Source: an optimization exercise on an open RTL-to-GDS flow (aim: small area and a short achievable clock period). Production flows keep margins and buffers that such runs may drop.
Only simulation tests tie the RTL to the original design; equivalence was not proved.
Power is estimated from default activity; no workload was simulated.

[flow/config.mk]
export PLATFORM = sky130hd
export DESIGN_NAME = rv_pipe
export DESIGN_NICKNAME = rv_pipe
export VERILOG_FILES = /design/flow/design.v
export SDC_FILE = /design/flow/constraint.sdc
export NUM_CORES = 4
export LEC_CHECK = 0
export CAP_MARGIN = 20
export CORE_MARGIN = 2
export CORE_UTILIZATION = 50
export CTS_CLUSTER_DIAMETER = 80
export CTS_CLUSTER_SIZE = 24
export SETUP_SLACK_MARGIN = 4.2
export SLEW_MARGIN = 20
export SYNTH_HIERARCHICAL = 1
[flow/constraint.sdc]
create_clock -name core_clock -period 7.0 [get_ports {i_clk}]
set_input_delay 1.4000 -clock core_clock [delete_from_list [all_inputs] [get_ports {i_clk}]]
set_output_delay 1.4000 -clock core_clock [all_outputs]
set_load 0.01 [all_outputs]
[flow/design.v]
package rv_pipe_pkg;
  localparam int XLEN = 32;
  localparam int REG_AW = 5;
endpackage
module rv_c_aoi222 (
  input  logic i_a1, input logic i_b1,
  input  logic i_a2, input logic i_b2,
  input  logic i_a3, input logic i_b3,
  output logic o_y
);
  assign o_y = ~((i_a1 & i_b1) | (i_a2 & i_b2) | (i_a3 & i_b3));
endmodule
module rv_c_aoi22 (
  input  logic i_a1, input logic i_b1,
  input  logic i_a2, input logic i_b2,
  output logic o_y
);
  assign o_y = ~((i_a1 & i_b1) | (i_a2 & i_b2));
endmodule
module rv_c_nand2 (input logic i_a, input logic i_b, output logic o_y);
  assign o_y = ~(i_a & i_b);
endmodule
module rv_c_nand3 (input logic i_a, input logic i_b, input logic i_c, output logic o_y);
  assign o_y = ~(i_a & i_b & i_c);
endmodule
module rv_c_nand4 (input logic i_a, input logic i_b, input logic i_c, input logic i_d,
                   output logic o_y);
  assign o_y = ~(i_a & i_b & i_c & i_d);
endmodule
module rv_c_nor3 (input logic i_a, input logic i_b, input logic i_c, output logic o_y);
  assign o_y = ~(i_a | i_b | i_c);
endmodule
module rv_c_ao222nn (
  input  logic i_a1, input logic i_b1_n,
  input  logic i_a2, input logic i_b2_n,
  input  logic i_a3, input logic i_b3,
  output logic o_y
);
  assign o_y = (i_a1 & ~i_b1_n) | (i_a2 & ~i_b2_n) | (i_a3 & i_b3);
endmodule
`timescale 1ns/100ps
module rv_regfile (
  input  logic [32*31-1:0] i_q,
  input  logic [4:0]       i_addr,
  output logic [31:0]      o_data_n
);
  logic [31:0] sel;    
  always_comb begin
    for (int i = 0; i < 32; i++) sel[i] = (i_addr == 5'(i));
  end
  for (genvar j = 0; j < 32; j++) begin : g_bit
    logic [10:0] y;
    logic [2:0]  z;
    for (genvar k = 0; k < 10; k++) begin : g_aoi
      rv_c_aoi222 u_aoi (
        .i_a1(sel[3*k+1]), .i_b1(i_q[32*(3*k)   + j]),
        .i_a2(sel[3*k+2]), .i_b2(i_q[32*(3*k+1) + j]),
        .i_a3(sel[3*k+3]), .i_b3(i_q[32*(3*k+2) + j]),
        .o_y (y[k])
      );
    end
    rv_c_nand2 u_n31 (.i_a(sel[31]), .i_b(i_q[32*30 + j]), .o_y(y[10]));
    rv_c_nand4 u_z0 (.i_a(y[0]), .i_b(y[1]), .i_c(y[2]), .i_d(y[3]), .o_y(z[0]));
    rv_c_nand4 u_z1 (.i_a(y[4]), .i_b(y[5]), .i_c(y[6]), .i_d(y[7]), .o_y(z[1]));
    rv_c_nand3 u_z2 (.i_a(y[8]), .i_b(y[9]), .i_c(y[10]), .o_y(z[2]));
    rv_c_nor3  u_o  (.i_a(z[0]), .i_b(z[1]), .i_c(z[2]), .o_y(o_data_n[j]));
  end
endmodule
`timescale 1ns/100ps
module rv_alu (
  input  logic [31:0] i_a,
  input  logic [31:0] i_b,
  input  logic [4:0]  i_shamt,
  input  logic [31:0] i_sh,
  input  logic        i_sub,
  input  logic        i_csh,
  input  logic        i_xor,
  input  logic        i_or,
  input  logic        i_and,
  input  logic        i_slt,
  input  logic        i_sltu,
  input  logic        i_sra,
  output logic [31:0] o_add,
  output logic [31:0] o_shlg
);
  logic [31:0] sum;
  logic        cout;
  rv_add32 u_add (
    .i_a   (i_a),
    .i_b   (i_b),
    .i_sub (i_sub),
    .i_zero(i_slt | i_sltu),
    .o_sum (sum),
    .o_cout(cout)
  );
  logic sgn_d, k1, k2;
  assign sgn_d = i_a[31] ^ i_b[31];
  assign k1 = (i_slt & ~sgn_d) | i_sltu;
  assign k2 = sum[0] | (i_slt & sgn_d & i_a[31]);
  rv_c_lt u_lt (.i_c(cout), .i_k1(k1), .i_k2(k2), .o_y(o_add[0]));
  assign o_add[31:1] = sum[31:1];
  logic [31:0] sh, lg;
  assign sh = 32'($signed({i_sra & i_a[31], i_sh}) >>> i_shamt);
  assign lg = ({32{i_xor}} & (i_a ^ i_b)) |
              ({32{i_or}}  & (i_a | i_b)) |
              ({32{i_and}} & (i_a & i_b));
  assign o_shlg = i_csh ? sh : lg;
endmodule
module rv_c_lt (input logic i_c, input logic i_k1, input logic i_k2, output logic o_y);
  assign o_y = i_k2 | (i_k1 & ~i_c);
endmodule
module rv_add32 (
  input  logic [31:0] i_a,
  input  logic [31:0] i_b,
  input  logic        i_sub,
  input  logic        i_zero,
  output logic [31:0] o_sum,
  output logic        o_cout
);
  logic [31:0] gg [0:5];
  logic [31:0] tt [0:5];
  logic [31:0] xp, xn;
  rv_ks_g0 u_g0 (.i_a(i_a[0]), .i_b(i_b[0]), .i_sub(i_sub), .o_gn(gg[0][0]));
  assign tt[0][0] = 1'b0;
  for (genvar j = 1; j < 32; j++) begin : g_pg
    rv_ks_g u_g (.i_a(i_a[j]), .i_b(i_b[j]), .i_sub(i_sub), .o_gn(gg[0][j]), .o_tn(tt[0][j]));
  end
  for (genvar j = 0; j < 32; j++) begin : g_x
    rv_ks_x u_x (.i_a(i_a[j]), .i_b(i_b[j]), .i_sub(i_sub), .i_zero(i_zero),
                 .o_xp(xp[j]), .o_xn(xn[j]));
  end
  for (genvar l = 0; l < 5; l++) begin : g_lvl
    for (genvar j = 0; j < 32; j++) begin : g_node
      if (j < (1 << l)) begin : g_pass
        rv_ks_inv u_i (.i_a(gg[l][j]), .o_y(gg[l+1][j]));
        assign tt[l+1][j] = 1'b0;
      end else if (l % 2 == 0) begin : g_np
        rv_ks_np u_c (.i_gh(gg[l][j]), .i_th(tt[l][j]), .i_gl(gg[l][j-(1<<l)]),
                      .i_tl(tt[l][j-(1<<l)]), .o_g(gg[l+1][j]), .o_t(tt[l+1][j]));
      end else begin : g_pn
        rv_ks_pn u_c (.i_gh(gg[l][j]), .i_th(tt[l][j]), .i_gl(gg[l][j-(1<<l)]),
                      .i_tl(tt[l][j-(1<<l)]), .o_g(gg[l+1][j]), .o_t(tt[l+1][j]));
      end
    end
  end
  for (genvar j = 0; j < 32; j++) begin : g_s
    rv_ks_x2 u_s (.i_xp(xp[j]), .i_xn(xn[j]), .i_c(j == 0 ? i_sub : gg[5][j-1]), .o_y(o_sum[j]));
  end
  assign o_cout = gg[5][31];
endmodule
module rv_ks_g0 (input logic i_a, input logic i_b, input logic i_sub, output logic o_gn);
  logic b;
  assign b = i_b ^ i_sub;
  assign o_gn = ~((i_a & b) | ((i_a | b) & i_sub));
endmodule
module rv_ks_g (input logic i_a, input logic i_b, input logic i_sub,
                output logic o_gn, output logic o_tn);
  logic b;
  assign b = i_b ^ i_sub;
  assign o_gn = ~(i_a & b);
  assign o_tn = ~(i_a | b);
endmodule
module rv_ks_x (input logic i_a, input logic i_b, input logic i_sub, input logic i_zero,
                output logic o_xp, output logic o_xn);
  logic x;
  assign x = i_a ^ i_b ^ i_sub;
  assign o_xp = x & ~i_zero;
  assign o_xn = ~x & ~i_zero;
endmodule
module rv_ks_x2 (input logic i_xp, input logic i_xn, input logic i_c, output logic o_y);
  assign o_y = i_c ? i_xn : i_xp;
endmodule
module rv_ks_inv (input logic i_a, output logic o_y);
  assign o_y = ~i_a;
endmodule
module rv_ks_np (input logic i_gh, input logic i_th, input logic i_gl, input logic i_tl,
                 output logic o_g, output logic o_t);
  assign o_g = ~(i_gh & (i_th | i_gl));
  assign o_t = ~(i_th | i_tl);
endmodule
module rv_ks_pn (input logic i_gh, input logic i_th, input logic i_gl, input logic i_tl,
                 output logic o_g, output logic o_t);
  assign o_g = ~(i_gh | (i_th & i_gl));
  assign o_t = ~(i_th & i_tl);
endmodule
`timescale 1ns/100ps
module rv_forward_unit (
  input  logic [4:0]  i_sa,    
  input  logic [4:0]  i_sb,
  input  logic [6:0]  i_ss,    
  input  logic [31:0] i_a,
  input  logic [31:0] i_b,
  input  logic [31:0] i_add,
  input  logic [31:0] i_shlg,
  input  logic [31:0] i_x,
  output logic [31:0] o_a,
  output logic [31:0] o_b,
  output logic [4:0]  o_shamt,
  output logic [31:0] o_sh
);
  for (genvar j = 0; j < 32; j++) begin : g_bit
    logic [2:0] ya, yb;
    logic [3:0] ys;
    rv_c_aoi22 u_a0 (.i_a1(i_sa[0]), .i_b1(i_a[j]), .i_a2(i_sa[1]), .i_b2(i_add[j]), .o_y(ya[0]));
    rv_c_aoi22 u_a1 (.i_a1(i_sa[2]), .i_b1(i_shlg[j]), .i_a2(i_sa[3]), .i_b2(i_shlg[31-j]), .o_y(ya[1]));
    rv_c_nand2 u_a2 (.i_a(i_sa[4]), .i_b(i_x[j]), .o_y(ya[2]));
    rv_c_nand3 u_a  (.i_a(ya[0]), .i_b(ya[1]), .i_c(ya[2]), .o_y(o_a[j]));
    rv_c_aoi22 u_b0 (.i_a1(i_sb[0]), .i_b1(i_b[j]), .i_a2(i_sb[1]), .i_b2(i_add[j]), .o_y(yb[0]));
    rv_c_aoi22 u_b1 (.i_a1(i_sb[2]), .i_b1(i_shlg[j]), .i_a2(i_sb[3]), .i_b2(i_shlg[31-j]), .o_y(yb[1]));
    rv_c_nand2 u_b2 (.i_a(i_sb[4]), .i_b(i_x[j]), .o_y(yb[2]));
    rv_c_nand3 u_b  (.i_a(yb[0]), .i_b(yb[1]), .i_c(yb[2]), .o_y(o_b[j]));
    if (j < 5) begin : g_shamt
      logic [2:0] yt;
      rv_c_aoi22 u_t0 (.i_a1(i_sb[0]), .i_b1(i_b[j]), .i_a2(i_sb[1]), .i_b2(i_add[j]), .o_y(yt[0]));
      rv_c_aoi22 u_t1 (.i_a1(i_sb[2]), .i_b1(i_shlg[j]), .i_a2(i_sb[3]), .i_b2(i_shlg[31-j]), .o_y(yt[1]));
      rv_c_nand2 u_t2 (.i_a(i_sb[4]), .i_b(i_x[j]), .o_y(yt[2]));
      rv_c_nand3 u_t  (.i_a(yt[0]), .i_b(yt[1]), .i_c(yt[2]), .o_y(o_shamt[j]));
    end
    rv_c_aoi22 u_s0 (.i_a1(i_ss[0]), .i_b1(i_a[j]), .i_a2(i_ss[1]), .i_b2(i_add[j]), .o_y(ys[0]));
    rv_c_aoi22 u_s1 (.i_a1(i_ss[2]), .i_b1(i_add[31-j]), .i_a2(i_ss[3]), .i_b2(i_shlg[j]), .o_y(ys[1]));
    rv_c_aoi22 u_s2 (.i_a1(i_ss[4]), .i_b1(i_shlg[31-j]), .i_a2(i_ss[5]), .i_b2(i_x[j]), .o_y(ys[2]));
    rv_c_nand2 u_s3 (.i_a(i_ss[6]), .i_b(i_x[31-j]), .o_y(ys[3]));
    rv_c_nand4 u_s  (.i_a(ys[0]), .i_b(ys[1]), .i_c(ys[2]), .i_d(ys[3]), .o_y(o_sh[j]));
  end
endmodule
`timescale 1ns/100ps
module rv_pipe (
  input  logic                           i_clk,
  input  logic                           i_rst_n,
  input  logic                           i_instr_vld,
  input  logic [rv_pipe_pkg::XLEN-1:0]   i_instr,
  input  logic [rv_pipe_pkg::XLEN-1:0]   i_pc,
  output logic                           o_wb_vld,
  output logic [rv_pipe_pkg::REG_AW-1:0] o_wb_addr,
  output logic [rv_pipe_pkg::XLEN-1:0]   o_wb_data
);
  function automatic logic [31:0] rev(input logic [31:0] v);
    for (int i = 0; i < 32; i++) rev[i] = v[31-i];
  endfunction
  logic        f_vld;
  logic [31:0] f_ins;
  logic [31:0] f_pc;
  always_ff @(posedge i_clk) begin
    f_vld <= i_rst_n & i_instr_vld;
    f_ins <= i_instr;
    f_pc  <= i_pc;
  end
  logic [6:0] opc;
  logic [2:0] f3;
  logic [6:0] f7;
  logic [4:0] rd, rs1, rs2;
  logic       is_reg, is_imm, is_lui, is_auipc, is_alu;
  logic       alt, ok, d_wen;
  logic       use_rs1, use_rs2;
  assign opc = f_ins[6:0];
  assign rd  = f_ins[11:7];
  assign f3  = f_ins[14:12];
  assign rs1 = f_ins[19:15];
  assign rs2 = f_ins[24:20];
  assign f7  = f_ins[31:25];
  assign is_reg   = (opc == 7'b0110011);
  assign is_imm   = (opc == 7'b0010011);
  assign is_lui   = (opc == 7'b0110111);
  assign is_auipc = (opc == 7'b0010111);
  assign is_alu   = is_reg | is_imm;
  assign alt      = (f7 == 7'b0100000);
  always_comb begin
    if (is_reg)
      ok = (f7 == 7'b0) || (alt && (f3 == 3'b000 || f3 == 3'b101));
    else if (is_imm)
      ok = (f3 == 3'b001) ? (f7 == 7'b0) :
           (f3 == 3'b101) ? (f7 == 7'b0 || alt) : 1'b1;
    else
      ok = is_lui | is_auipc;
  end
  assign d_wen   = f_vld & ok & (rd != 5'd0);
  assign use_rs1 = is_alu;
  assign use_rs2 = is_reg;
  logic d_sub, d_cadd, d_csh, d_cshlg, d_sll;
  logic d_xor, d_or, d_and, d_slt, d_sltu, d_sra;
  assign d_cadd  = ~is_alu | (f3 == 3'b000) | (f3 == 3'b010) | (f3 == 3'b011);
  assign d_cshlg = ~d_cadd;
  assign d_csh   = is_alu & (f3 == 3'b001 || f3 == 3'b101);
  assign d_sub  = is_alu & ((is_reg & (f3 == 3'b000) & f_ins[30]) ||
                            f3 == 3'b010 || f3 == 3'b011);
  assign d_sll  = d_csh & ~f3[2];
  assign d_slt  = is_alu & (f3 == 3'b010);
  assign d_sltu = is_alu & (f3 == 3'b011);
  assign d_xor  = (f3 == 3'b100);
  assign d_or   = (f3 == 3'b110);
  assign d_and  = (f3 == 3'b111);
  assign d_sra  = f_ins[30];
  logic [31:0] imm_i, imm_u;
  assign imm_i = {{20{f_ins[31]}}, f_ins[31:20]};
  assign imm_u = {f_ins[31:12], 12'b0};
  logic        w_wen;
  logic [4:0]  w_rd;
  logic [31:0] w_res;
  logic [31:0] rf_wd;
  logic [31:0] rf_q [1:31];
  logic [31:0] rf_rs1_n, rf_rs2_n;
  assign rf_wd = w_res & {32{i_rst_n}};
  for (genvar i = 1; i < 32; i++) begin : g_rf
    always_ff @(posedge i_clk) begin
      if (!i_rst_n || (w_wen && w_rd == 5'(i))) rf_q[i] <= rf_wd;
    end
  end
  logic [32*31-1:0] rf_all;
  for (genvar i = 1; i < 32; i++) begin : g_rfa
    assign rf_all[32*(i-1) +: 32] = rf_q[i];
  end
  rv_regfile u_rd1 (.i_q(rf_all), .i_addr(rs1), .o_data_n(rf_rs1_n));
  rv_regfile u_rd2 (.i_q(rf_all), .i_addr(rs2), .o_data_n(rf_rs2_n));
  logic [31:0] d_a, d_b;
  logic        sa_rf, sa_rev, sa_pc, sb_rf, sb_immi, sb_immu;
  assign sa_rf   = is_alu & ~d_sll;
  assign sa_rev  = d_sll;
  assign sa_pc   = is_auipc;
  assign sb_rf   = is_reg;
  assign sb_immi = is_imm;
  assign sb_immu = ~is_alu;
  for (genvar j = 0; j < 32; j++) begin : g_dop
    rv_c_ao222nn u_a (.i_a1(sa_rf), .i_b1_n(rf_rs1_n[j]), .i_a2(sa_rev), .i_b2_n(rf_rs1_n[31-j]),
                      .i_a3(sa_pc), .i_b3(f_pc[j]), .o_y(d_a[j]));
    rv_c_ao222nn u_b (.i_a1(sb_rf), .i_b1_n(rf_rs2_n[j]), .i_a2(sb_immi), .i_b2_n(~imm_i[j]),
                      .i_a3(sb_immu), .i_b3(imm_u[j]), .o_y(d_b[j]));
  end
  logic       e_wen;
  logic [4:0] e_rd;
  logic       e_cadd, e_cshlg, e_sll;
  logic       fa1, fa2, fb1, fb2;
  assign fa1 = use_rs1 & e_wen & (e_rd == rs1);
  assign fb1 = use_rs2 & e_wen & (e_rd == rs2);
  assign fa2 = use_rs1 & w_wen & (w_rd == rs1) & ~fa1;
  assign fb2 = use_rs2 & w_wen & (w_rd == rs2) & ~fb1;
  logic [31:0] e_a, e_b;
  logic [4:0]  e_sa, e_sb;
  logic [6:0]  e_ss;
  logic        e_sub, e_csh, e_xor, e_or, e_and, e_slt, e_sltu, e_sra;
  always_ff @(posedge i_clk) begin
    if (!i_rst_n) e_wen <= 1'b0;
    else          e_wen <= d_wen;
    e_rd   <= rd;
    e_a    <= d_a;
    e_b    <= d_b;
    e_sa   <= {fa2, fa1 & e_sll, fa1 & e_cshlg & ~e_sll, fa1 & e_cadd, ~fa1 & ~fa2};
    e_sb   <= {fb2, fb1 & e_sll, fb1 & e_cshlg & ~e_sll, fb1 & e_cadd, ~fb1 & ~fb2};
    e_ss   <= {fa2 & d_sll, fa2 & ~d_sll,
               fa1 & e_cshlg & (e_sll ^ d_sll), fa1 & e_cshlg & ~(e_sll ^ d_sll),
               fa1 & e_cadd & d_sll, fa1 & e_cadd & ~d_sll,
               ~fa1 & ~fa2};
    e_cadd  <= d_cadd;
    e_cshlg <= d_cshlg;
    e_csh   <= d_csh;
    e_sll  <= d_sll;
    e_sub  <= d_sub;
    e_xor  <= d_xor;
    e_or   <= d_or;
    e_and  <= d_and;
    e_slt  <= d_slt;
    e_sltu <= d_sltu;
    e_sra  <= d_sra;
  end
  logic [31:0] w_add, w_shlg;
  logic        w_cadd, w_cshlg, w_sll;
  logic [31:0] a, b, sh;
  logic [4:0]  shamt;
  rv_forward_unit u_fwd (
    .i_sa    (e_sa),
    .i_sb    (e_sb),
    .i_ss    (e_ss),
    .i_a     (e_a),
    .i_b     (e_b),
    .i_add   (w_add),
    .i_shlg  (w_shlg),
    .i_x     (o_wb_data),
    .o_a     (a),
    .o_b     (b),
    .o_shamt (shamt),
    .o_sh    (sh)
  );
  logic [31:0] x_add, x_shlg;
  rv_alu u_alu (
    .i_a     (a),
    .i_b     (b),
    .i_shamt (shamt),
    .i_sh    (sh),
    .i_sub   (e_sub),
    .i_csh   (e_csh),
    .i_xor   (e_xor),
    .i_or    (e_or),
    .i_and   (e_and),
    .i_slt   (e_slt),
    .i_sltu  (e_sltu),
    .i_sra   (e_sra),
    .o_add   (x_add),
    .o_shlg  (x_shlg)
  );
  always_ff @(posedge i_clk) begin
    if (!i_rst_n) w_wen <= 1'b0;
    else          w_wen <= e_wen;
    w_rd   <= e_rd;
    w_add   <= x_add;
    w_shlg  <= x_shlg;
    w_cadd  <= e_cadd;
    w_cshlg <= e_cshlg;
    w_sll   <= e_sll;
  end
  logic w_sn;
  assign w_sn = w_cshlg & ~w_sll;
  for (genvar j = 0; j < 32; j++) begin : g_wres
    logic y0, y1;
    rv_c_aoi22 u_y0 (.i_a1(w_cadd), .i_b1(w_add[j]), .i_a2(w_sn), .i_b2(w_shlg[j]), .o_y(y0));
    rv_c_nand2 u_y1 (.i_a(w_sll), .i_b(w_shlg[31-j]), .o_y(y1));
    rv_c_nand2 u_r  (.i_a(y0), .i_b(y1), .o_y(w_res[j]));
  end
  always_ff @(posedge i_clk) begin
    if (!i_rst_n) o_wb_vld <= 1'b0;
    else          o_wb_vld <= w_wen;
    o_wb_addr <= w_rd;
    o_wb_data <= w_res;
  end
endmodule
[flow/run.sh]
#!/bin/bash
# synth_recipe.tcl (not shown) runs the flow's synth.tcl, then flattens the netlist and writes it again
# the make line also repeats each setting of config.mk as NAME=value (left out here)
make -C /OpenROAD-flow-scripts/flow DESIGN_CONFIG=/design/flow/config.mk WORK_HOME=/design/flow/orfs CLKGATE_MAP_FILE= SYNTH_SCRIPT=/design/flow/synth_recipe.tcl finish
==> flow_summary.yaml, run 1 <==
synthesis:
  yosysWarnings: 13
  syn_inst: 4301
  synthesis.area_um2: 59200
  avgSynthCellArea_um2: 13.8
setup_path:
  cp_data_arrival_time_ns: 3.53
  worstPathRequired_ns: 7.58
  crit_type: "register to register"
  slowest_stage: "dfxtp_4"
  path_cells: "clkbuf_16, a22oi_2, nand3_2, xor2_2, nor2_4, nor2_4, nand2_2, o21ai_4, inv_1, inv_1, mux2_4"
  path_buf_inv: 3
  crit_path_max_fanout: 9
  cp_top_family: "simple AND/OR/NAND/NOR gates"
  cp-end-kind: "register"
  critPathLaunchType: "register"
  crit_path_max_incr_delay_ns: 0.44
timing:
  rsz0062_at_grt: "yes"
  setup_ws_ns: 4.05
  tightest_slew_ns: 1.05
  clock.fmax_mhz: 339
  finalHoldViolations: 0
  finalSetupViolations: 0
  period_share_pct: 42.1
  fin_skew_ns: 0.0454
  final.setup.tns_ns: 0
  slew_headroom_pct: 29.6
  drv_slew: 0
  fin_crit_ns: 2.95
placement:
  place_worst_setup_slack_ns: 3.20
  io_buffers: 104
  dp_cells: 6035
  dp_hpwl_mm: 159
  gp_congestion: 0.970
cells_and_area:
  fillers: 9190
  multi_input_comb_area_um2: 25300
  nets: 4878
  area_growth_pct: 18.6
  seq_area_um2: 35400
  drive_gt1_share_pct: 30.7
  fin_cells: 6336
global_route:
  grt-ovfl-total: 0
  grt_max_degree: 45
  grt_pass1_wl_mm: 347
  grtUsageTotal_pct: 40.8
  grt_pass1_vias: 45100
  antenna_found_initial: 6
floorplanning:
  start_util_pct: 50.3
  boundaryPins: 105
  die-area_um2: 121000
  fp.dieH_um: 348
  rows: 126
  die_x_um: 348
  core_um2: 118000
detailed_routing:
  ant_nets: 0
  drtPass1Iterations: 11
  post_drt_wl_per_cell_um: 40.9
  routed_wl_mm: 259
  drt_iter0_drc: 11900
  drcViolationCount: 0
  viasPerCell: 7.69
  vias: 48800
cts:
  cts_tree: "built"
  clock_latency_ns: 0.71
  cts-root-buf: "clkbuf_16"
  max-clock-path-buffers: 3
  cts-htree-levels: 3
  path_clk_slew_ns: 0.10
  cts.sinks: 1265
  cts_buffers: 74
power:
  power_density_nw_per_um2: 223
  leakage_uw: 0.0238
  total_power_uw: 15700
  ir_drop_mv: 0.187
flow_run:
  maxCapViolations: 0
run_status:
  status: "timing/DRC/antenna clean"
hold_path:
  hp-class: "register to register"
==> state kept, by name, summed over array words and instances (netlist names), 32 cells and up <==
register,flops
w_add,32
o_wb_data,32
f_pc,32
e_a,32
f_ins,32
w_shlg,32
e_b,32
rf_q,992
==> report_power, final <==
group	leakage, uW	switching (uW)	total, uW	internal, uW
clock	0.00117	2710	4930	2220
sequential	0.0124	385	9040	8650
combinational	0.0103	1140	1700	555
==> per-stage QoR <==
step,utilization (%),instance area (um^2),hold slack [ns]
6_report,59.6,70200,0.354
5_1_grt,59.6,70200,0.362
4_1_cts,57.9,68200,0.354
3_5_place_dp,54.2,63800,0.333
3_3_place_gp,54.2,63800,0.332
2_1_floorplan,-,59300,0.323
==> metal layers <==
layer | GRT usage [%] | wire (um) | vias to the layer above
met5 | 0 | 41 | -
met4 | 21.7 | 16100 | 6
met3 | 13.6 | 42000 | 796
met2 | 57.5 | 106000 | 4593
met1 | 55.8 | 95000 | 24200
li1 | - | - | 19200
==> final cells by class <==
| cell class | count | area share (%) |
|---|---|---|
| Sequential cell | 1265 | 50.4 |
| Multi-Input combinational cell | 2736 | 36.1 |
| Timing Repair Buffer | 417 | 5.91 |
| Clock buffer | 97 | 2.87 |
| Tap cell | 1536 | 2.74 |
| Inverter | 253 | 1.39 |
| Clock inverter | 29 | 0.554 |
| Antenna cell | 3 | 0.0107 |
==> path summary, 6_finish.rpt <==
kind / slack [ns] / end / cells past startpoint / from
setup / recovery: 4.05 / w_add[8] / 11 / e_sb[0]
hold / removal: 0.35 / e_rd[4] / 0 / f_ins[11]
setup reg to reg: 4.05 / w_add[8] / 11 / e_sb[0]
hold reg to reg: 0.35 / e_rd[4] / 0 / f_ins[11]
==> layout by cell type, fill, tap and decap left out, drive strengths merged, types with 4 or more instances in the layout <==
master	count
nand3	145
a211oi	21
o22ai	7
mux4	18
and3	7
mux2	46
nor3	75
a222oi	644
a21oi	84
ha	64
a221oi	4
nand3b	8
nand2b	16
a22oi	272
inv	267
and2	42
clkdlybuf4s15	18
a21o	4
xnor3	32
buf	304
o21ai	148
nand2	425
o211ai	7
xnor2	17
nor2	216
o221ai	70
or3b	6
conb	12
a31oi	7
dfxtp	273
or2	8
xor2	35
dlygate4sd2	14
nor2b	43
clkdlybuf4s50	65
edfxtp	992
clkbuf	111
mux2i	46
clkinv	11
nand4	166
==> repair_timing <==
action	CTS	global route
setup endpoints to repair	711	507
setup buffers	84	69
resized for setup	389	240
pin swaps	78	90
cloned	6	13
hold buffers	0	0
==> run 2: changes to the inputs <==
--- a/flow/design.v
+++ b/flow/design.v
@@ -43,9 +43,7 @@
   input  logic [32*31-1:0] i_q,
-  input  logic [4:0]       i_addr,
+  input  logic [31:1]      i_sel,
   output logic [31:0]      o_data_n
 );
-  logic [31:0] sel;    
-  always_comb begin
-    for (int i = 0; i < 32; i++) sel[i] = (i_addr == 5'(i));
-  end
+  logic [31:0] sel;
+  assign sel = {i_sel, 1'b0};
   for (genvar j = 0; j < 32; j++) begin : g_bit
@@ -242,2 +240,3 @@
   logic [31:0] f_pc;
+  logic [31:1] f_rs1_oh, f_rs2_oh;    
   always_ff @(posedge i_clk) begin
@@ -246,2 +245,6 @@
     f_pc  <= i_pc;
+    for (int i = 1; i < 32; i++) begin
+      f_rs1_oh[i] <= (i_instr[19:15] == 5'(i));
+      f_rs2_oh[i] <= (i_instr[24:20] == 5'(i));
+    end
   end
@@ -311,4 +314,4 @@
   end
-  rv_regfile u_rd1 (.i_q(rf_all), .i_addr(rs1), .o_data_n(rf_rs1_n));
-  rv_regfile u_rd2 (.i_q(rf_all), .i_addr(rs2), .o_data_n(rf_rs2_n));
+  rv_regfile u_rd1 (.i_q(rf_all), .i_sel(f_rs1_oh), .o_data_n(rf_rs1_n));
+  rv_regfile u_rd2 (.i_q(rf_all), .i_sel(f_rs2_oh), .o_data_n(rf_rs2_n));
   logic [31:0] d_a, d_b;
--- a/flow/config.mk
+++ b/flow/config.mk
@@ -9,3 +9,3 @@
 export CORE_MARGIN = 2
-export CORE_UTILIZATION = 50
+export CORE_UTILIZATION = 45
 export CTS_CLUSTER_DIAMETER = 80
==> run 2 against run 1 <==
Net effect:
- die area is 13% higher
- wire length fell by 2.3%
- worst setup slack improved by 0.082 ns
- global-route usage decreased by 5.5 points
- non-clock buffer count fell by 130
- cell area fell by 1.5%
- first-iteration DRC count fell by 6.1%
- power rose by 2.3%
- final cell count increased by 2.9%
- sequential share of layout area is 2.6 points higher
- clock-buffer cell count grew 1
- maximum frequency grew 2.9%
- critical path type unchanged
- largest power group unchanged
==> flow_summary.yaml, run 2 <==
timing:
  whs_ns: 0.358
  period_share_pct: 40.9
  drv_slew: 0
  fin_crit_ns: 2.86
  tightest_slew_ns: 1.24
  clock.fmax_mhz: 349
  fin_skew_ns: 0.0551
  finalHoldViolations: 0
  slew_headroom_pct: 17.3
  rsz0062_at_grt: "yes"
  final.setup.tns_ns: 0
  finalSetupViolations: 0
power:
  leakage_uw: 0.0233
  p_comb_share_pct: 9.6
  clkPwrFrac_pct: 31.8
  power.share.sequential_pct: 58.6
  swShare_pct: 26.4
  internal_power_uw: 11800
  power_density_nw_per_um2: 232
  ir_drop_mv: 0.168
  power.switching_uw: 4240
cells_and_area:
  largest_register_ffs: 992
  fin_cells: 6518
  area_growth_pct: 14.4
  regMostFlops: "rf_q"
  final_area_um2: 69100
  drive_gt1_share_pct: 25.9
  mostFrequentLayoutCell: "edfxtp_1"
  nets: 4819
  mostFrequentLayoutCells: "edfxtp_1, a222oi_1, nand2_1, a22oi_2, dfxtp_1"
synthesis:
  syn_inst: 4374
  avgSynthCellArea_um2: 13.8
  yosysWarnings: 12
  synthesis.area_um2: 60500
floorplanning:
  start_util_pct: 45.3
  core_um2: 133000
  die-area_um2: 137000
  fp.dieH_um: 371
  rows: 134
  boundaryPins: 105
  die_x_um: 371
placement:
  dp_cells: 6322
  io_buffers: 104
  gp_congestion: 0.992
  dp_hpwl_mm: 146
  dpl-instance-area_um2: 64800
setup_path:
  cp_data_arrival_time_ns: 3.38
  crit_type: "register to register"
  crit_path_max_fanout: 22
  slowest_stage: "mux4_2"
  cp-end-kind: "register"
  critPathLaunchType: "register"
  crit_path_max_incr_delay_ns: 0.64
  worstPathRequired_ns: 7.52
  path_cells: "buf_16, a22oi_2, nand4_1, mux4_2, buf_4, mux2i_2, a221o_1, o221ai_1"
global_route:
  grt-ovfl-total: 0
  grt_busiest_layer: "met2"
  grt_use_met3_pct: 11.6
  grt_max_degree: 50
  antenna_found_initial: 5
  grt.met1_usage_pct: 47.1
  grt_pass1_wl_mm: 340
  grtUsageTotal_pct: 35.3
  grt_pass1_vias: 44600
  met2_usage_pct: 50.0
cts:
  cts_buffers: 77
  cts-root-buf: "clkbuf_16"
  cts.sinks: 1327
  cts_tree: "built"
  clock_latency_ns: 0.74
  max-clock-path-buffers: 3
  cts-htree-levels: 3
  path_clk_slew_ns: 0.09
detailed_routing:
  viasPerCell: 7.37
  routed_wl_mm: 253
  ant_nets: 0
  drtPass1Iterations: 14
  post_drt_wl_per_cell_um: 38.9
  vias: 48100
  drcViolationCount: 0
  drt_iter0_drc: 11200
flow_run:
  maxCapViolations: 0
hold_path:
  hp-class: "register to register"
run_status:
  status: "timing/DRC/antenna clean"
## run 2: cell types whose count changed in the layout (fill, tap and decap cells not counted), moves of 16 or more
cell     previous run  this run
buf_4             238       156
buf_6              26         6
dfxtp_1           214       257
dfxtp_2            29        45
nand2_1           399       427
nor2_1             67       132
nor2_4            109        21
nor3_1             11        30
nor3_2             25        58
nor3_4             39         7
## run 2: power by group through the flow
stage / logic [uW] / clock network (uW) / registers [uW]
floorplan: 730 / 0 / 9460
global placement: 1380 / 0 / 9540
detailed placement: 1400 / 0 / 9560
CTS: 1440 / 5120 / 9370
global route: 1560 / 5370 / 9430
finish: 1540 / 5100 / 9400
## run 2: worst max-delay path: cells and delay by family, from the launching register on
kind                   cells  cell delay (ns)
AOI/OAI and AO/OA          3             0.67
buffers and inverters      2             0.41
DFF                        1             0.43
muxes                      2             0.82
and+or+nand+nor            1             0.34
## run 2: timing repair
item	4_1_cts	5_1_grt
gates cloned	1	4
buffers inserted	31	19
endpoints found under the setup margin	673	57
hold buffers	0	0
pin swaps	9	27
gates resized for setup	272	152
## run 2: path summary, 6_finish.rpt
| path | from | end | slack (ns) | cells after the start |
|---|---|---|---|---|
| worst min-delay path | f_ins[10] | e_rd[3] | 0.36 | 0 |
| worst max-delay path | e_ss[0] | w_shlg[10] | 4.14 | 8 |
| worst min register to register | f_ins[10] | e_rd[3] | 0.36 | 0 |
| worst max register to register | e_ss[0] | w_shlg[10] | 4.14 | 8 |
## run 2: cell type report
type	count	area (um^2)
timing repair buffer	287	2730
sequential	1327	36700
multi-input combinational	2741	24000
fill	11300	64300
inverter	254	961
antenna	6	15.0
clock inverter	37	452
tap	1768	2210
clock buffer	98	2070
## run 2: routing by layer
layer / vias up / share of wire, %
li1: 19100 / -
met1: 23900 / 37
met2: 4210 / 41
met3: 826 / 15
met4: 6 / 6.7
met5: - / 0.052
## run 2: stage by stage
| stage | total power [uW] | worst slack [ns] | utilization [%] |
|---|---|---|---|
| floorplan | 10200 | 3.45 | - |
| global placement | 10900 | 3.13 | 48.6 |
| detailed placement | 11000 | 3.07 | 48.6 |
| CTS | 15900 | 4.17 | 51.1 |
| global route | 16400 | 4.10 | 51.8 |
| finish | 16000 | 4.14 | 51.8 |
==> run 3: changes to the inputs <==
--- a/flow/design.v
+++ b/flow/design.v
@@ -40,2 +40,12 @@
 endmodule
+module rv_c_nand2b (input logic i_a, input logic i_b_n, output logic o_y);
+  assign o_y = ~(i_a & ~i_b_n);
+endmodule
+module rv_c_aoi22b (
+  input  logic i_a1, input logic i_b1,
+  input  logic i_a2, input logic i_b2_n,
+  output logic o_y
+);
+  assign o_y = ~((i_a1 & i_b1) | (i_a2 & ~i_b2_n));
+endmodule
 `timescale 1ns/100ps
@@ -89,3 +99,2 @@
     .i_sub (i_sub),
-    .i_zero(i_slt | i_sltu),
     .o_sum (sum),
@@ -96,7 +105,21 @@
   assign k1 = (i_slt & ~sgn_d) | i_sltu;
-  assign k2 = sum[0] | (i_slt & sgn_d & i_a[31]);
+  assign k2 = (~(i_slt | i_sltu) & sum[0]) | (i_slt & sgn_d & i_a[31]);
   rv_c_lt u_lt (.i_c(cout), .i_k1(k1), .i_k2(k2), .o_y(o_add[0]));
   assign o_add[31:1] = sum[31:1];
-  logic [31:0] sh, lg;
-  assign sh = 32'($signed({i_sra & i_a[31], i_sh}) >>> i_shamt);
+  logic        fill;
+  logic [31:0] lv [0:5];
+  assign fill  = i_sra & i_a[31];
+  assign lv[0] = i_sh;
+  for (genvar k = 0; k < 5; k++) begin : g_lvl
+    for (genvar j = 0; j < 32; j++) begin : g_bit
+      logic hi;
+      if (j + (1 << k) < 32) begin : g_in
+        assign hi = lv[k][j + (1 << k)];
+      end else begin : g_fill
+        assign hi = (k % 2 == 0) ? fill : ~fill;
+      end
+      rv_c_mux2i u_m (.i_a0(lv[k][j]), .i_a1(hi), .i_s(i_shamt[k]), .o_y(lv[k+1][j]));
+    end
+  end
+  logic [31:0] lg;
   assign lg = ({32{i_xor}} & (i_a ^ i_b)) |
@@ -104,3 +127,11 @@
               ({32{i_and}} & (i_a & i_b));
-  assign o_shlg = i_csh ? sh : lg;
+  for (genvar j = 0; j < 32; j++) begin : g_out
+    rv_c_selnl u_o (.i_s(i_csh), .i_a_n(lv[5][j]), .i_b(lg[j]), .o_y(o_shlg[j]));
+  end
+endmodule
+module rv_c_mux2i (input logic i_a0, input logic i_a1, input logic i_s, output logic o_y);
+  assign o_y = ~(i_s ? i_a1 : i_a0);
+endmodule
+module rv_c_selnl (input logic i_s, input logic i_a_n, input logic i_b, output logic o_y);
+  assign o_y = i_s ? ~i_a_n : i_b;
 endmodule
@@ -113,3 +144,2 @@
   input  logic        i_sub,
-  input  logic        i_zero,
   output logic [31:0] o_sum,
@@ -119,3 +149,3 @@
   logic [31:0] tt [0:5];
-  logic [31:0] xp, xn;
+  logic [31:0] x;
   rv_ks_g0 u_g0 (.i_a(i_a[0]), .i_b(i_b[0]), .i_sub(i_sub), .o_gn(gg[0][0]));
@@ -126,4 +156,3 @@
   for (genvar j = 0; j < 32; j++) begin : g_x
-    rv_ks_x u_x (.i_a(i_a[j]), .i_b(i_b[j]), .i_sub(i_sub), .i_zero(i_zero),
-                 .o_xp(xp[j]), .o_xn(xn[j]));
+    rv_ks_x u_x (.i_a(i_a[j]), .i_b(i_b[j]), .i_sub(i_sub), .o_x(x[j]));
   end
@@ -144,3 +173,3 @@
   for (genvar j = 0; j < 32; j++) begin : g_s
-    rv_ks_x2 u_s (.i_xp(xp[j]), .i_xn(xn[j]), .i_c(j == 0 ? i_sub : gg[5][j-1]), .o_y(o_sum[j]));
+    rv_ks_x2 u_s (.i_a(x[j]), .i_b(j == 0 ? i_sub : gg[5][j-1]), .o_y(o_sum[j]));
   end
@@ -160,11 +189,7 @@
 endmodule
-module rv_ks_x (input logic i_a, input logic i_b, input logic i_sub, input logic i_zero,
-                output logic o_xp, output logic o_xn);
-  logic x;
-  assign x = i_a ^ i_b ^ i_sub;
-  assign o_xp = x & ~i_zero;
-  assign o_xn = ~x & ~i_zero;
+module rv_ks_x (input logic i_a, input logic i_b, input logic i_sub, output logic o_x);
+  assign o_x = i_a ^ i_b ^ i_sub;
 endmodule
-module rv_ks_x2 (input logic i_xp, input logic i_xn, input logic i_c, output logic o_y);
-  assign o_y = i_c ? i_xn : i_xp;
+module rv_ks_x2 (input logic i_a, input logic i_b, output logic o_y);
+  assign o_y = i_a ^ i_b;
 endmodule
@@ -184,6 +209,33 @@
 `timescale 1ns/100ps
+module rv_bypass_sel (
+  input  logic       i_fa1,
+  input  logic       i_fa2,
+  input  logic       i_fb1,
+  input  logic       i_fb2,
+  input  logic       i_cadd,     
+  input  logic       i_cshlg,    
+  input  logic       i_sll,      
+  input  logic       i_slt,      
+  input  logic       i_dsll,     
+  output logic [5:0] o_sa,
+  output logic [5:0] o_sb,
+  output logic [8:0] o_ss
+);
+  assign o_sa = {i_fa2, i_fa1 & i_sll, i_fa1 & i_cshlg & ~i_sll,
+                 i_fa1 & i_cadd & ~i_slt, i_fa1 & i_cadd, ~i_fa1 & ~i_fa2};
+  assign o_sb = {i_fb2, i_fb1 & i_sll, i_fb1 & i_cshlg & ~i_sll,
+                 i_fb1 & i_cadd & ~i_slt, i_fb1 & i_cadd, ~i_fb1 & ~i_fb2};
+  assign o_ss = {i_fa2 & i_dsll, i_fa2 & ~i_dsll,
+                 i_fa1 & i_cshlg & (i_sll ^ i_dsll), i_fa1 & i_cshlg & ~(i_sll ^ i_dsll),
+                 i_fa1 & i_cadd & ~i_slt & i_dsll, i_fa1 & i_cadd & i_dsll,
+                 i_fa1 & i_cadd & ~i_slt & ~i_dsll, i_fa1 & i_cadd & ~i_dsll,
+                 ~i_fa1 & ~i_fa2};
+endmodule
 module rv_forward_unit (
-  input  logic [4:0]  i_sa,    
-  input  logic [4:0]  i_sb,
-  input  logic [6:0]  i_ss,    
+  input  logic [5:0]  i_sa0,   
+  input  logic [5:0]  i_sa1,
+  input  logic [5:0]  i_sb0,
+  input  logic [5:0]  i_sb1,
+  input  logic [8:0]  i_ss0,   
+  input  logic [8:0]  i_ss1,   
   input  logic [31:0] i_a,
@@ -192,3 +244,3 @@
   input  logic [31:0] i_shlg,
-  input  logic [31:0] i_x,
+  input  logic [31:0] i_x_n,
   output logic [31:0] o_a,
@@ -199,24 +251,34 @@
   for (genvar j = 0; j < 32; j++) begin : g_bit
+    logic [5:0] sa, sb;
+    logic [8:0] ss;
+    logic       sa_add, sb_add, ss_add, ss_addr;
     logic [2:0] ya, yb;
     logic [3:0] ys;
-    rv_c_aoi22 u_a0 (.i_a1(i_sa[0]), .i_b1(i_a[j]), .i_a2(i_sa[1]), .i_b2(i_add[j]), .o_y(ya[0]));
-    rv_c_aoi22 u_a1 (.i_a1(i_sa[2]), .i_b1(i_shlg[j]), .i_a2(i_sa[3]), .i_b2(i_shlg[31-j]), .o_y(ya[1]));
-    rv_c_nand2 u_a2 (.i_a(i_sa[4]), .i_b(i_x[j]), .o_y(ya[2]));
-    rv_c_nand3 u_a  (.i_a(ya[0]), .i_b(ya[1]), .i_c(ya[2]), .o_y(o_a[j]));
-    rv_c_aoi22 u_b0 (.i_a1(i_sb[0]), .i_b1(i_b[j]), .i_a2(i_sb[1]), .i_b2(i_add[j]), .o_y(yb[0]));
-    rv_c_aoi22 u_b1 (.i_a1(i_sb[2]), .i_b1(i_shlg[j]), .i_a2(i_sb[3]), .i_b2(i_shlg[31-j]), .o_y(yb[1]));
-    rv_c_nand2 u_b2 (.i_a(i_sb[4]), .i_b(i_x[j]), .o_y(yb[2]));
-    rv_c_nand3 u_b  (.i_a(yb[0]), .i_b(yb[1]), .i_c(yb[2]), .o_y(o_b[j]));
+    assign sa = (j < 16) ? i_sa0 : i_sa1;
+    assign sb = (j < 16) ? i_sb0 : i_sb1;
+    assign ss = (j < 16) ? i_ss0 : i_ss1;
+    assign sa_add  = (j == 0)  ? sa[1] : sa[2];
+    assign sb_add  = (j == 0)  ? sb[1] : sb[2];
+    assign ss_add  = (j == 0)  ? ss[1] : ss[2];
+    assign ss_addr = (j == 31) ? ss[3] : ss[4];
+    rv_c_aoi22  u_a0 (.i_a1(sa[0]), .i_b1(i_a[j]), .i_a2(sa_add), .i_b2(i_add[j]), .o_y(ya[0]));
+    rv_c_aoi22  u_a1 (.i_a1(sa[3]), .i_b1(i_shlg[j]), .i_a2(sa[4]), .i_b2(i_shlg[31-j]), .o_y(ya[1]));
+    rv_c_nand2b u_a2 (.i_a(sa[5]), .i_b_n(i_x_n[j]), .o_y(ya[2]));
+    rv_c_nand3  u_a  (.i_a(ya[0]), .i_b(ya[1]), .i_c(ya[2]), .o_y(o_a[j]));
+    rv_c_aoi22  u_b0 (.i_a1(sb[0]), .i_b1(i_b[j]), .i_a2(sb_add), .i_b2(i_add[j]), .o_y(yb[0]));
+    rv_c_aoi22  u_b1 (.i_a1(sb[3]), .i_b1(i_shlg[j]), .i_a2(sb[4]), .i_b2(i_shlg[31-j]), .o_y(yb[1]));
+    rv_c_nand2b u_b2 (.i_a(sb[5]), .i_b_n(i_x_n[j]), .o_y(yb[2]));
+    rv_c_nand3  u_b  (.i_a(yb[0]), .i_b(yb[1]), .i_c(yb[2]), .o_y(o_b[j]));
     if (j < 5) begin : g_shamt
       logic [2:0] yt;
-      rv_c_aoi22 u_t0 (.i_a1(i_sb[0]), .i_b1(i_b[j]), .i_a2(i_sb[1]), .i_b2(i_add[j]), .o_y(yt[0]));
-      rv_c_aoi22 u_t1 (.i_a1(i_sb[2]), .i_b1(i_shlg[j]), .i_a2(i_sb[3]), .i_b2(i_shlg[31-j]), .o_y(yt[1]));
-      rv_c_nand2 u_t2 (.i_a(i_sb[4]), .i_b(i_x[j]), .o_y(yt[2]));
-      rv_c_nand3 u_t  (.i_a(yt[0]), .i_b(yt[1]), .i_c(yt[2]), .o_y(o_shamt[j]));
+      rv_c_aoi22  u_t0 (.i_a1(sb[0]), .i_b1(i_b[j]), .i_a2(sb_add), .i_b2(i_add[j]), .o_y(yt[0]));
+      rv_c_aoi22  u_t1 (.i_a1(sb[3]), .i_b1(i_shlg[j]), .i_a2(sb[4]), .i_b2(i_shlg[31-j]), .o_y(yt[1]));
+      rv_c_nand2b u_t2 (.i_a(sb[5]), .i_b_n(i_x_n[j]), .o_y(yt[2]));
+      rv_c_nand3  u_t  (.i_a(yt[0]), .i_b(yt[1]), .i_c(yt[2]), .o_y(o_shamt[j]));
     end
-    rv_c_aoi22 u_s0 (.i_a1(i_ss[0]), .i_b1(i_a[j]), .i_a2(i_ss[1]), .i_b2(i_add[j]), .o_y(ys[0]));
-    rv_c_aoi22 u_s1 (.i_a1(i_ss[2]), .i_b1(i_add[31-j]), .i_a2(i_ss[3]), .i_b2(i_shlg[j]), .o_y(ys[1]));
-    rv_c_aoi22 u_s2 (.i_a1(i_ss[4]), .i_b1(i_shlg[31-j]), .i_a2(i_ss[5]), .i_b2(i_x[j]), .o_y(ys[2]));
-    rv_c_nand2 u_s3 (.i_a(i_ss[6]), .i_b(i_x[31-j]), .o_y(ys[3]));
-    rv_c_nand4 u_s  (.i_a(ys[0]), .i_b(ys[1]), .i_c(ys[2]), .i_d(ys[3]), .o_y(o_sh[j]));
+    rv_c_aoi22  u_s0 (.i_a1(ss[0]), .i_b1(i_a[j]), .i_a2(ss_add), .i_b2(i_add[j]), .o_y(ys[0]));
+    rv_c_aoi22  u_s1 (.i_a1(ss_addr), .i_b1(i_add[31-j]), .i_a2(ss[5]), .i_b2(i_shlg[j]), .o_y(ys[1]));
+    rv_c_aoi22b u_s2 (.i_a1(ss[6]), .i_b1(i_shlg[31-j]), .i_a2(ss[7]), .i_b2_n(i_x_n[j]), .o_y(ys[2]));
+    rv_c_nand2b u_s3 (.i_a(ss[8]), .i_b_n(i_x_n[31-j]), .o_y(ys[3]));
+    rv_c_nand4  u_s  (.i_a(ys[0]), .i_b(ys[1]), .i_c(ys[2]), .i_d(ys[3]), .o_y(o_sh[j]));
   end
@@ -302,8 +364,10 @@
   logic [31:0] rf_wd;
+  logic        rf_clr;    
   logic [31:0] rf_q [1:31];
   logic [31:0] rf_rs1_n, rf_rs2_n;
-  assign rf_wd = w_res & {32{i_rst_n}};
+  always_ff @(posedge i_clk) rf_clr <= ~i_rst_n;
+  assign rf_wd = w_res & {32{~rf_clr}};
   for (genvar i = 1; i < 32; i++) begin : g_rf
     always_ff @(posedge i_clk) begin
-      if (!i_rst_n || (w_wen && w_rd == 5'(i))) rf_q[i] <= rf_wd;
+      if (rf_clr || (w_wen && w_rd == 5'(i))) rf_q[i] <= rf_wd;
     end
@@ -339,4 +403,13 @@
   logic [31:0] e_a, e_b;
-  logic [4:0]  e_sa, e_sb;
-  logic [6:0]  e_ss;
+  logic [5:0]  e_sa0, e_sa1, e_sb0, e_sb1;
+  logic [8:0]  e_ss0, e_ss1;
+  logic [5:0]  d_sa0, d_sa1, d_sb0, d_sb1;
+  logic [8:0]  d_ss0, d_ss1;
+  logic        e_sltany;
+  rv_bypass_sel u_sel0 (.i_fa1(fa1), .i_fa2(fa2), .i_fb1(fb1), .i_fb2(fb2),
+                        .i_cadd(e_cadd), .i_cshlg(e_cshlg), .i_sll(e_sll), .i_slt(e_sltany),
+                        .i_dsll(d_sll), .o_sa(d_sa0), .o_sb(d_sb0), .o_ss(d_ss0));
+  rv_bypass_sel u_sel1 (.i_fa1(fa1), .i_fa2(fa2), .i_fb1(fb1), .i_fb2(fb2),
+                        .i_cadd(e_cadd), .i_cshlg(e_cshlg), .i_sll(e_sll), .i_slt(e_sltany),
+                        .i_dsll(d_sll), .o_sa(d_sa1), .o_sb(d_sb1), .o_ss(d_ss1));
   logic        e_sub, e_csh, e_xor, e_or, e_and, e_slt, e_sltu, e_sra;
@@ -348,8 +421,9 @@
     e_b    <= d_b;
-    e_sa   <= {fa2, fa1 & e_sll, fa1 & e_cshlg & ~e_sll, fa1 & e_cadd, ~fa1 & ~fa2};
-    e_sb   <= {fb2, fb1 & e_sll, fb1 & e_cshlg & ~e_sll, fb1 & e_cadd, ~fb1 & ~fb2};
-    e_ss   <= {fa2 & d_sll, fa2 & ~d_sll,
-               fa1 & e_cshlg & (e_sll ^ d_sll), fa1 & e_cshlg & ~(e_sll ^ d_sll),
-               fa1 & e_cadd & d_sll, fa1 & e_cadd & ~d_sll,
-               ~fa1 & ~fa2};
+    e_sa0  <= d_sa0;
+    e_sa1  <= d_sa1;
+    e_sb0  <= d_sb0;
+    e_sb1  <= d_sb1;
+    e_ss0  <= d_ss0;
+    e_ss1  <= d_ss1;
+    e_sltany <= d_slt | d_sltu;
     e_cadd  <= d_cadd;
@@ -367,9 +441,13 @@
   logic [31:0] w_add, w_shlg;
-  logic        w_cadd, w_cshlg, w_sll;
+  logic        w_cadd, w_cshlg, w_sll, w_cadd_hi;
   logic [31:0] a, b, sh;
   logic [4:0]  shamt;
+  logic [31:0] x_res_n;
   rv_forward_unit u_fwd (
-    .i_sa    (e_sa),
-    .i_sb    (e_sb),
-    .i_ss    (e_ss),
+    .i_sa0   (e_sa0),
+    .i_sa1   (e_sa1),
+    .i_sb0   (e_sb0),
+    .i_sb1   (e_sb1),
+    .i_ss0   (e_ss0),
+    .i_ss1   (e_ss1),
     .i_a     (e_a),
@@ -378,3 +456,3 @@
     .i_shlg  (w_shlg),
-    .i_x     (o_wb_data),
+    .i_x_n   (x_res_n),
     .o_a     (a),
@@ -408,2 +486,3 @@
     w_cadd  <= e_cadd;
+    w_cadd_hi <= e_cadd & ~e_sltany;
     w_cshlg <= e_cshlg;
@@ -415,3 +494,4 @@
     logic y0, y1;
-    rv_c_aoi22 u_y0 (.i_a1(w_cadd), .i_b1(w_add[j]), .i_a2(w_sn), .i_b2(w_shlg[j]), .o_y(y0));
+    rv_c_aoi22 u_y0 (.i_a1(j == 0 ? w_cadd : w_cadd_hi), .i_b1(w_add[j]), .i_a2(w_sn),
+                     .i_b2(w_shlg[j]), .o_y(y0));
     rv_c_nand2 u_y1 (.i_a(w_sll), .i_b(w_shlg[31-j]), .o_y(y1));
@@ -424,2 +504,3 @@
     o_wb_data <= w_res;
+    x_res_n   <= ~w_res;
   end
--- a/flow/config.mk
+++ b/flow/config.mk
@@ -12,4 +12,5 @@
 export CTS_CLUSTER_SIZE = 24
-export SETUP_SLACK_MARGIN = 4.2
+export SETUP_SLACK_MARGIN = 4.3
 export SLEW_MARGIN = 20
 export SYNTH_HIERARCHICAL = 1
+export TNS_END_PERCENT = 10
==> run 3 against run 2 <==
Net effect:
- still clean on timing, DRC and antenna
- global-route usage is 1.0 points lower
- cell area up 0.44%
- first-iteration DRC count fell by 7.1%
- utilization fell by 0.48 points
- maximum frequency decreased by 1.1%
- sequential cell count is 57 higher
- non-clock buffer count grew 10
- sequential power increased by 4.4%
- critical path type unchanged
==> flow_summary.yaml, run 3 <==
run_status:
  status: "timing/DRC/antenna clean"
detailed_routing:
  post_drt_wl_per_cell_um: 37.9
  ant_nets: 0
  viasPerCell: 7.11
  drtPass1Iterations: 13
  drcViolationCount: 0
  drt_iter0_drc: 10400
  routed_wl_mm: 249
  vias: 46700
setup_path:
  r2r_end: "e_a[27]"
  reg2reg_from: "f_rs1_oh[13]"
  cp_data_arrival_time_ns: 3.45
  worstSetupStartpoint: "f_rs1_oh[13]"
  crit_type: "register to register"
  setup.worst_path.end: "e_a[27]"
  worstPathRequired_ns: 7.56
  rrSetupSlack_ns: 4.10
  crit_path_max_fanout: 32
  slowest_stage: "nor3_2"
  critPathLaunchType: "register"
  r2r_cells: 5
  crit_path_max_incr_delay_ns: 0.86
  cp-end-kind: "register"
  path_cells: "buf_4, a222oi_1, nand4_1, nor3_2, o221ai_2"
cells_and_area:
  regMostFlops: "rf_q"
  area_growth_pct: 13.2
  fillers: 11500
  finish.utilization_pct: 51.3
  drive_gt1_share_pct: 22.6
  largest_register_ffs: 992
  mostFrequentLayoutCell: "edfxtp_1"
  nets: 4857
  mostFrequentLayoutCells: "edfxtp_1, a222oi_1, inv_1, dfxtp_1, nand2_1"
timing:
  slew_headroom_pct: 17.4
  fin_skew_ns: 0.0453
  clock.fmax_mhz: 345
  final.setup.tns_ns: 0
  whs_ns: 0.364
  drv_slew: 0
  tightest_slew_ns: 1.24
  fin_crit_ns: 2.90
  period_share_pct: 41.4
  rsz0062_at_grt: "yes"
  finalHoldViolations: 0
  finalSetupViolations: 0
cts:
  max-clock-path-buffers: 3
  cts_tree: "built"
  cts.sinks: 1384
  clock_latency_ns: 0.74
  cts-htree-levels: 3
  path_clk_slew_ns: 0.09
  cts_buffers: 79
  cts-root-buf: "clkbuf_16"
synthesis:
  avgSynthCellArea_um2: 14.0
  synthesis.area_um2: 61300
  yosysWarnings: 15
  syn_inst: 4373
global_route:
  grtUsageTotal_pct: 34.3
  grt-ovfl-total: 0
  grt_pass1_wl_mm: 339
  grt_max_degree: 60
  antenna_found_initial: 9
  grt_pass1_vias: 43200
placement:
  gp_congestion: 1.01
  io_buffers: 104
  dp_hpwl_mm: 159
power:
  leakage_uw: 0.0241
  clkPwrFrac_pct: 32.0
  power.switching_uw: 4380
  p_comb_share_pct: 8.8
  power_density_nw_per_um2: 239
  swShare_pct: 26.4
  internal_power_uw: 12200
  power.share.sequential_pct: 59.1
  total_power_uw: 16600
  ir_drop_mv: 0.213
floorplanning:
  core_um2: 135000
  die-area_um2: 139000
  fp.dieH_um: 373
  die_x_um: 373
  rows: 135
  boundaryPins: 105
  start_util_pct: 45.3
hold_path:
  hp-class: "register to register"
flow_run:
  maxCapViolations: 0
run 3: worst max-delay path: cells and delay by family (launching register included):
| kind | cells | cell delay [ns] |
|---|---|---|
| compound gates | 2 | 0.61 |
| simple gates | 2 | 1.48 |
| flops | 1 | 0.31 |
| buf+inv | 1 | 0.30 |
run 3: how the worst min path moves through the flow:
stage	slack, ns	to	cells past startpoint	startpoint
final	0.36	e_rd[4]	0	f_ins[11]
after global routing	0.37	e_rd[1]	0	f_ins[8]
after CTS	0.36	e_rd[4]	0	f_ins[11]
after floorplan	0.32	e_rd[4]	0	f_ins[11]
after global placement	0.34	e_rd[1]	0	f_ins[8]
after detailed placement	0.35	e_rd[4]	0	f_ins[11]
run 3: area by class of cell:
class,instances,area (um^2),area share (%)
Clock inverter,32,423,0.609
Antenna cell,5,12.5,0.0180
Multi-Input combinational cell,2622,23000,33.1
Timing Repair inverter,1,5.00,0.00721
Sequential cell,1384,37800,54.4
Clock buffer,109,2190,3.15
Timing Repair Buffer,297,2580,3.71
Inverter,341,1280,1.85
Tap cell,1781,2230,3.21
run 3: power by group through the flow:
stage / clock, uW / combinational (uW) / sequential, uW
final: 5320 / 1460 / 9810
after global routing: 5620 / 1500 / 9850
after CTS: 5350 / 1400 / 9780
after detailed placement: 0 / 1410 / 9970
after global placement: 0 / 1390 / 9950
after floorplan: 0 / 716 / 9820
run 3: layer usage:
layer / vias up / wire, um / global-route usage [%] / share of wire, %
li1: 19000 / - / - / -
met1: 23400 / 94800 / 47.5 / 38
met2: 3728 / 104000 / 49.1 / 42
met3: 563 / 37900 / 11.1 / 15
met4: 10 / 12300 / 15.2 / 5.0
met5: - / 109 / 0 / 0.044
run 3: through the flow:
step           instance area [um^2]  worst slack, ns  instances
6_report                      69400             4.10       6572
5_1_grt                       69400             4.12       6567
4_1_cts                       68700             4.16       6528
3_5_place_dp                  65900             3.38       6378
3_3_place_gp                  65900             3.47       6377
2_1_floorplan                 61500             3.74       4384
run 3: what timing repair did:
action | 4_1_cts | 5_1_grt
gates resized for setup | 95 | 109
cloned | 2 | 2
hold buffers | 0 | 0
setup endpoints to repair | 756 | 343
pin swaps | 3 | 21
buffers inserted | 7 | 37
==> run 4: changes to the inputs <==
--- a/flow/config.mk
+++ b/flow/config.mk
@@ -12,5 +12,4 @@
 export CTS_CLUSTER_SIZE = 24
-export SETUP_SLACK_MARGIN = 4.3
+export SETUP_SLACK_MARGIN = 4.2
 export SLEW_MARGIN = 20
 export SYNTH_HIERARCHICAL = 1
-export TNS_END_PERCENT = 10
==> run 4 against run 3 <==
Net effect:
- sequential cell count unchanged
- utilization down 0.32 points
- final cell count down 0.99%
- non-clock buffer count down 50
- critical path type unchanged
==> flow_summary.yaml, run 4 <==
setup_path:
  cp-end-kind: "register"
  crit_path_max_incr_delay_ns: 0.58
  worstPathRequired_ns: 7.53
  worstSetupStartpoint: "f_rs1_oh[23]"
  crit_type: "register to register"
  critPathLaunchType: "register"
  crit_top_cell: "buf_4"
  path_buf_inv: 2
  cp_top_family: "simple AND/OR/NAND/NOR gates"
  cp_data_arrival_time_ns: 3.45
  reg2reg_from: "f_rs1_oh[23]"
  crit_path_max_fanout: 22
  path_cells: "buf_4, a222oi_1, nand4_1, nor3_4, buf_4, o221ai_2"
  rrSetupSlack_ns: 4.08
  slowest_stage: "nand4_1"
cts:
  max-clock-path-buffers: 3
  clock_latency_ns: 0.73
  cts-root-buf: "clkbuf_16"
  cts_tree: "built"
  cts.sinks: 1384
  cts_buffers: 79
  path_clk_slew_ns: 0.09
  cts-htree-levels: 3
  holdBufCountCts: 0
placement:
  gp_congestion: 1.01
  io_buffers: 104
  dp_hpwl_mm: 158
  dpl-instance-area_um2: 65800
synthesis:
  synthesis.area_um2: 61300
  avgSynthCellArea_um2: 14.0
  yosysWarnings: 15
  syn_inst: 4373
cells_and_area:
  fillers: 11600
  antenna_cells: 0
  nets: 4808
  final_area_um2: 69000
  regMostFlops: "rf_q"
  mostFrequentLayoutCell: "edfxtp_1"
  area_growth_pct: 12.5
  mostFrequentLayoutCells: "edfxtp_1, a222oi_1, inv_1, dfxtp_1, nand2_1"
  finish.utilization_pct: 51.0
  largest_register_ffs: 992
  drive_gt1_share_pct: 21.0
floorplanning:
  die_x_um: 373
  boundaryPins: 105
  die-area_um2: 139000
  core_um2: 135000
  fp.dieH_um: 373
  rows: 135
  start_util_pct: 45.3
global_route:
  grtUsageTotal_pct: 34.9
  grt_max_degree: 48
  grt_pass1_vias: 44600
  antenna_found_initial: 3
  grt_pass1_wl_mm: 344
  grt-ovfl-total: 0
timing:
  final.setup.tns_ns: 0
  tightest_slew_ns: 1.09
  finalSetupViolations: 0
  rsz0062_at_grt: "yes"
  drv_slew: 0
  clock.fmax_mhz: 343
  finalHoldViolations: 0
  period_share_pct: 41.7
  fin_crit_ns: 2.92
  fin_skew_ns: 0.0475
  slew_headroom_pct: 27.5
hold_path:
  hp-start: "f_ins[7]"
  hp-class: "register to register"
detailed_routing:
  drtPass1Iterations: 13
  viasPerCell: 7.26
  drt_iter0_drc: 11500
  drcViolationCount: 0
  post_drt_wl_per_cell_um: 38.9
  routed_wl_mm: 253
  vias: 47200
  ant_nets: 0
run_status:
  status: "timing/DRC/antenna clean"
power:
  ir_drop_mv: 0.192
  leakage_uw: 0.0239
  power_density_nw_per_um2: 241
flow_run:
  maxCapViolations: 0
## run 4: final cells by class
class | count | area (um^2) | area share, %
flip-flops and latches | 1384 | 37700 | 54.7
multi-input cells | 2623 | 22900 | 33.2
well taps | 1781 | 2230 | 3.23
repair buffers | 247 | 2170 | 3.15
clock buffers | 98 | 2130 | 3.09
inverters | 341 | 1290 | 1.86
clock inverters | 32 | 500 | 0.725
repair inverters | 1 | 5.00 | 0.00725
## run 4: worst paths after layout
kind	to	cells past startpoint
max reg2reg	e_a[31]	6
min reg2reg	e_rd[0]	0
max	e_a[31]	6
min	e_rd[0]	0
## run 4: through the flow
stage | power [uW] | instances | hold slack, ns | worst slack, ns
CTS | 16600 | 6489 | 0.353 | 4.20
detailed placement | 11300 | 6357 | 0.335 | 3.30
global placement | 11300 | 6357 | 0.334 | 3.35
floorplan | 10500 | 4384 | 0.323 | 4.20
finish | 16600 | 6507 | 0.353 | 4.08
global route | 17000 | 6507 | 0.360 | 4.15
## run 4: where the power goes
group,switching (uW),leakage (uW),internal [uW]
clock,2930,0.00128,2460
combinational,1030,0.00924,422
sequential,423,0.0134,9370
total,4380,0.0239,12200
## run 4: timing repair
action                                  4_1_cts  5_1_grt
pin swaps                                     3        7
setup buffers                                 1       12
gates cloned                                  1        4
gates resized for setup                     116       60
endpoints found under the setup margin      755      170
## run 4: per-layer routing
layer	GRT usage [%]	wire, um
met2	50.0	105000
met4	19.1	15900
met1	47.1	94500
met5	0	49
met3	10.7	37400

afterwards: timing with drivers on the ports:
How much do the figures lean on ideal ports? The routed layouts below were timed once more, with nothing changed but the port constraints. Step 1: set_driving_cell puts a clkbuf_16 on i_clk and a buf_2 on each other input, an assumption about the parent block. Step 2 also shifts input and output timing later by t, the mid clock arrival at the registers, as if the neighbouring blocks saw the same clock. a / b / c = ideal / step 1 / step 2; a / b = the first two.
run | t (ns) | setup WS [ns] | worst setup path at the end | clock arrival spread, ns | pins driven straight from the clock port
run 1 | 0.766 | 4.054 / 4.054 / 3.618 | input to register | 0.045 / 0.045 | 1
run 2 | 0.791 | 4.136 / 4.136 / 3.494 | input to register | 0.061 / 0.060 | 1
run 3 | 0.793 | 4.104 / 4.104 / 4.035 | input to register | 0.052 / 0.052 | 1
run 4 | 0.791 | 4.083 / 4.083 / 4.072 | input to register | 0.047 / 0.047 | 1
After both steps every run listed still meets setup and hold. The setup slack of run 2, which loses most, moves by 0.000 ns with the drivers and by -0.642 ns with both steps.
